Context: an optimization exercise on an open-source flow, tuned for small area and a short achievable clock period. The choices shown serve that exercise and are no tape-out recipe. RTL that was checked went through simulation tests only; none was proved equivalent to the original. Power and IR drop assume default switching activity.

Design awb_gain_est, start of the top module:
module awb_gain_est #(
    parameter int ACC_W = 24,
    parameter int CNT_W = 16
) (
    input  logic            clk,
    input  logic            rst,
    input  logic            pix_valid_i,
    input  logic [1:0]      pix_color_i,
    input  logic [7:0]      pix_value_i,
    input  logic            pix_last_i,
    output logic [15:0]     K_R,
    output logic [15:0]     K_G,
    output logic [15:0]     K_B,
    output logic            valid_gain_o,
    output logic            busy_o,
    output logic            overrun_o
);
For scale: roughly 2,400 cells after synthesis, roughly 330 flip-flops, about 65 I/O pins.
export LEC_CHECK = 0
export CAP_MARGIN = 20
export CELL_PAD_IN_SITES_DETAIL_PLACEMENT = 0
export CELL_PAD_IN_SITES_GLOBAL_PLACEMENT = 0
export CORE_MARGIN = 2
export CORE_UTILIZATION = 40
export CTS_BUF_LIST = sky130_fd_sc_hd__clkbuf_8
export CTS_CLUSTER_DIAMETER = 55
export CTS_CLUSTER_SIZE = 16
export PLACE_DENSITY = 0.75
export SLEW_MARGIN = 20
create_clock -name core_clock -period 13.0 [get_ports {clk}]
standard.sh (not shown) runs the stock make flow with config.mk's settings and CLKGATE_MAP_FILE= SYNTH_SCRIPT=/design/flow/synth_recipe.tcl, a recipe that flattens the netlist after the stock synthesis.
==> flow/flow/run.sh <==
#!/bin/bash
# Standard layout, with fast port buffers and repair_timing asked for extra
# setup slack so the achieved period shrinks. Each make step's log lands in
# orfs/logs; make's own output goes to make_finish.log.
set -euo pipefail
bash standard.sh SETUP_SLACK_MARGIN=9 \
  "BUFFER_PORTS_ARGS=-buffer_cell sky130_fd_sc_hd__buf_4" \
  finish > make_finish.log 2>&1
Rerun with:
--- a/flow/design.v
+++ b/flow/design.v
@@ -15,93 +15,90 @@
     output logic            busy_o,
     output logic            overrun_o
 );
     localparam int SW = 13;    
     localparam int NW = 6;     
     assign K_G = 16'h0100;
     logic close_w;
     assign close_w = pix_valid_i & pix_last_i;
     logic [2:0] p_hit;      
     logic [7:0] p_val;
     logic       p_ovr;      
-    logic       busy;       
     always_ff @(posedge clk) begin
         p_hit[0] <= pix_valid_i & (pix_color_i == 2'd0);
         p_hit[1] <= pix_valid_i & (pix_color_i == 2'd1);
         p_hit[2] <= pix_valid_i & (pix_color_i == 2'd2);
-        p_ovr    <= close_w & busy;
+        p_ovr    <= close_w & busy_o;
         p_val    <= pix_value_i;
     end
     logic [5:0] ctr, ctr_nx;
     logic       a_main;     
     logic       a_side;     
     logic [2:0] m_hit;      
     logic       last_c;     
     logic       first_c;    
     logic       mul_r, mul_b, div_r, div_b, div_p, cmp_r, cmp_b;
     logic       mulb_r, mulb_b;
     logic       div_r_d, div_b_d, div_p_d;
-    assign div_r_d = busy & (ctr >= 6'd18) & (ctr <= 6'd31);
-    assign div_b_d = busy & ~ctr[5] & ctr[4] & (ctr[3] | ctr[2] | ctr[1]);
-    assign div_p_d = busy & ((ctr == 6'd18) | (div_p & ~last_c));
-    assign ctr_nx = busy ? ctr + 6'd1 : 6'd0;
+    assign div_r_d = busy_o & (ctr >= 6'd18) & (ctr <= 6'd31);
+    assign div_b_d = busy_o & ~ctr[5] & ctr[4] & (ctr[3] | ctr[2] | ctr[1]);
+    assign div_p_d = busy_o & ((ctr == 6'd18) | (div_p & ~last_c));
+    assign ctr_nx = busy_o ? ctr + 6'd1 : 6'd0;
     always_ff @(posedge clk or posedge rst) begin
         if (rst) begin
             busy_o       <= 1'b0;
-            busy         <= 1'b0;
             a_main       <= 1'b0;
             a_side       <= 1'b0;
             m_hit        <= 3'b000;
             overrun_o    <= 1'b0;
             valid_gain_o <= 1'b0;
             last_c       <= 1'b0;
             first_c      <= 1'b0;
             mul_r        <= 1'b0;
             mul_b        <= 1'b0;
             div_r        <= 1'b0;
             div_b        <= 1'b0;
             div_p        <= 1'b0;
             cmp_r        <= 1'b0;
             cmp_b        <= 1'b0;
             mulb_r       <= 1'b0;
             mulb_b       <= 1'b0;
         end else begin
             a_main  <= ~last_c;
-            a_side  <= last_c & ~(close_w & busy);
+            a_side  <= last_c & ~(close_w & busy_o);
             for (int c = 0; c < 3; c++)
-                m_hit[c] <= (~busy | (last_c & ~close_w)) & pix_valid_i &
+                m_hit[c] <= (~busy_o | (last_c & ~close_w)) & pix_valid_i &
                             (pix_color_i == 2'(c));
-            first_c <= ~busy & close_w;
-            last_c  <= busy & (ctr == 6'd31);
-            mul_r   <= busy & (ctr >= 6'd2) & (ctr <= 6'd17);
-            mul_b   <= busy & ((~ctr[5] & ~ctr[4] & (ctr[3] | ctr[2] | ctr[1])) |
+            first_c <= ~busy_o & close_w;
+            last_c  <= busy_o & (ctr == 6'd31);
+            mul_r   <= busy_o & (ctr >= 6'd2) & (ctr <= 6'd17);
+            mul_b   <= busy_o & ((~ctr[5] & ~ctr[4] & (ctr[3] | ctr[2] | ctr[1])) |
                                  (ctr[5:1] == 5'b01000));
             div_r   <= div_r_d;
             div_b   <= div_b_d;
             div_p   <= div_p_d;
-            cmp_r   <= busy & (ctr >= 6'd2) & (ctr <= 6'd31);
-            cmp_b   <= busy & ~ctr[5] & (ctr[4:1] != 4'd0);
-            mulb_r  <= busy & (ctr >= 6'd6) & (ctr <= 6'd17);
-            mulb_b  <= busy & ((~ctr[5] & ~ctr[4] & (ctr[3] | (ctr[2] & ctr[1]))) |
+            cmp_r   <= busy_o & (ctr >= 6'd2) & (ctr <= 6'd31);
+            cmp_b   <= busy_o & ~ctr[5] & (ctr[4:1] != 4'd0);
+            mulb_r  <= busy_o & (ctr >= 6'd6) & (ctr <= 6'd17);
+            mulb_b  <= busy_o & ((~ctr[5] & ~ctr[4] & (ctr[3] | (ctr[2] & ctr[1]))) |
                                  (ctr[5:1] == 5'b01000));
-            if (close_w & busy)
+            if (close_w & busy_o)
                 overrun_o <= 1'b1;
             if (busy_o) begin
                 if (last_c) begin
                     busy_o       <= 1'b0;
                     valid_gain_o <= 1'b1;
                 end
             end else if (close_w) begin
                 busy_o <= 1'b1;
             end
-            busy <= busy ? ~last_c : close_w;
         end
     end
     always_ff @(posedge clk)
         ctr <= ctr_nx;
     logic [SW-1:0] side_s [3];
     logic [NW-1:0] side_n [3];
     for (genvar c = 0; c < 3; c++) begin : g_side
         logic [SW-1:0] ss;
         logic [NW-1:0] sn;
         logic          co_s, co_n;
         awb_bk_add #(SW) u_s (.a(side_s[c]), .b(p_hit[c] ? SW'(p_val) : '0),
After rerunning: Routed wire length drops by 2.3%. Clock skew drops by 0.026 ns. Clock power climbs by 14%. Combinational power stays flat. Cell area hardly moves. Synthesized area barely changes. Maximum frequency climbs by 1.3%. Register-to-register slack improved by 0.06 ns. Non-clock buffer count drops by 14.
For the first run of this note, only the layout was checked, not whether the RTL still works.

[port drivers added, routing unchanged]
The flow's constraints put no driver on any port. The routed layouts listed below were extracted and timed again, unchanged, in two steps. Step 1 assumes that a clkbuf_16 drives the clock port and a buf_2 every other input. Step 2 times the ports against the registers' clock, not the clock port: input delays grow and output delays shrink by t, the midpoint of the rising clock arrivals with the driver on. Slacks: ideal ports / drivers / drivers and shift; pairs: ideal ports / drivers.
| run | t, ns | slack for setup (ns) | worst setup path at the end | slew at the worst register clock pin (ns) |
|---|---|---|---|---|
| the first run | 0.659 | 9.042 / 9.042 / 9.042 | register to register | 0.11 / 0.11 |
| the second run | 0.675 | 9.093 / 9.041 / 9.101 | register to register | 0.11 / 0.11 |
After both steps setup and hold are still met in every run listed.
